What follows belongs to an exercise in optimizing a design on an open flow for small area and a short achievable clock period; a production flow would make more cautious choices. Only simulation tests tie the RTL to the original design; equivalence was not proved.

Setup of MS:
## gshare_predictor
module gshare_predictor #(
    parameter int unsigned HIST_W = bp_pkg::HIST_W_DEF,
    parameter int unsigned PC_W   = bp_pkg::PC_W_DEF
) (
    input  logic              clk,
    input  logic              rst_n,
    input  logic              Pred_Valid,
    input  logic [PC_W-1:0]   Pred_PC,
    output logic              Pred_Taken,
    output logic [HIST_W-1:0] Pred_Index,
    input  logic              Upd_Valid,
    input  logic [HIST_W-1:0] Upd_Index,
    input  logic              Upd_Taken,
    input  logic              Upd_Mispredict,
    output logic [15:0]       Mispred_Count
);
export LEC_CHECK = 0
export CAP_MARGIN = 20
export CORE_MARGIN = 2
export CORE_UTILIZATION = 60
export CTS_BUF_LIST = sky130_fd_sc_hd__clkbuf_16
export CTS_CLUSTER_DIAMETER = 80
export CTS_CLUSTER_SIZE = 24
export SETUP_SLACK_MARGIN = 3.0
export SLEW_MARGIN = 20
create_clock -name core_clock -period 7.5 [get_ports {clk}]
standard.sh (not shown) runs the stock make flow with config.mk's settings and CLKGATE_MAP_FILE= SYNTH_SCRIPT=/design/flow/synth_recipe.tcl, a recipe that flattens the netlist after the stock synthesis.
==> flow/flow/run.sh <==
#!/bin/bash
# Layout with a hand-mapped PHT read path:
#  1. the standard synthesis, with module pht_read left as a black box;
#  2. the black box filled with flow/pht_read.v (sky130 cells, generated by
#     gen/gen_read.py) and the netlist flattened as the standard synthesis does;
#  3. the standard layout of that netlist, with buf_2 port buffers
#     and no CTS dummy loads.
set -euo pipefail
W=$PWD
LIB=$FLOW_HOME/platforms/$FLOW_PLATFORM/lib/sky130_fd_sc_hd__tt_025C_1v80.lib
YOSYS=$FLOW_HOME/../tools/install/yosys/bin/yosys
[[ -x $YOSYS ]] || YOSYS=$(command -v yosys)

SYNTH_BLACKBOXES=pht_read bash standard.sh "$W/orfs/results/$FLOW_PLATFORM/gshare_predictor/base/1_2_yosys.v" > synth.log 2>&1
cp orfs/results/$FLOW_PLATFORM/gshare_predictor/base/1_2_yosys.v synth_bb.v

cat > link.ys <<EOT
read_liberty -lib $LIB
read_verilog $W/synth_bb.v
read_verilog $W/flow/pht_read.v
hierarchy -check -top $FLOW_TOP
flatten
opt_clean -purge
check -assert
stat
write_verilog -noattr -nohex -nodec $W/linked.v
EOT
$YOSYS -s link.ys > link.log 2>&1

rm -rf orfs
export BUFFER_PORTS_ARGS="-buffer_cell sky130_fd_sc_hd__buf_2"
export CTS_ARGS="-sink_clustering_enable -repair_clock_nets -sink_clustering_size 24 -sink_clustering_max_diameter 80 -buf_list sky130_fd_sc_hd__clkbuf_16 -dont_use_dummy_load"
SYNTH_NETLIST_FILES=$W/linked.v bash standard.sh > standard.log 2>&1
Other scripts of this flow, unchanged in this note and not shown: flow/flow/pht_read.v
For AL, these inputs were changed with respect to MS:
diff --git a/flow/flow/run.sh b/flow/flow/run.sh
--- a/flow/flow/run.sh
+++ b/flow/flow/run.sh
@@ -4,6 +4,5 @@
 #  2. the black box filled with flow/pht_read.v (sky130 cells, generated by
 #     gen/gen_read.py) and the netlist flattened as the standard synthesis does;
-#  3. the standard layout of that netlist, with buf_2 port buffers
-#     and no CTS dummy loads.
+#  3. the standard layout of that netlist, with buf_2 port buffers.
 set -euo pipefail
 W=$PWD
@@ -30,4 +29,3 @@
 rm -rf orfs
 export BUFFER_PORTS_ARGS="-buffer_cell sky130_fd_sc_hd__buf_2"
-export CTS_ARGS="-sink_clustering_enable -repair_clock_nets -sink_clustering_size 24 -sink_clustering_max_diameter 80 -buf_list sky130_fd_sc_hd__clkbuf_16 -dont_use_dummy_load"
 SYNTH_NETLIST_FILES=$W/linked.v bash standard.sh > standard.log 2>&1
--- outcome ---
AL: full flow OK, the timing, design-rule and antenna checks passed
Re count of clock-net buffers in the final layout: AL and MS aren't equal, and the higher value belongs to AL.
In the reports for AL and MS, the larger routed wire length belongs to AL.
AL vs. MS: met1 capacity usage during global routing has remained practically unchanged, setup slack rose by 24 ps, first-iteration DRC count decreased by 88 relative to the old numbers.

==> re-timing with driven ports <==
How much do the figures lean on ideal ports? The routed layouts below were timed once more, with nothing changed but the port constraints. Step 1: set_driving_cell puts a clkbuf_16 on clk and a buf_2 on each other input, an assumption about the parent block. Step 2 times the ports against the registers' clock, not the clock port: input delays grow and output delays shrink by t, the midpoint of the rising clock arrivals with the driver on. Three values: ideal, step 1, step 2; two values: the first two.
run | t, ns | setup WS [ns] | worst setup path after step 2 | latest minus earliest clock arrival (ns) | worst register clock-pin slew, ns
MS | 0.616 | 2.516 / 2.464 / 2.464 | input to output | 0.064 / 0.064 | 0.10 / 0.10
AL | 0.628 | 2.540 / 2.488 / 2.488 | input to output | 0.029 / 0.030 | 0.10 / 0.10
After both steps setup and hold are still met in every run listed.
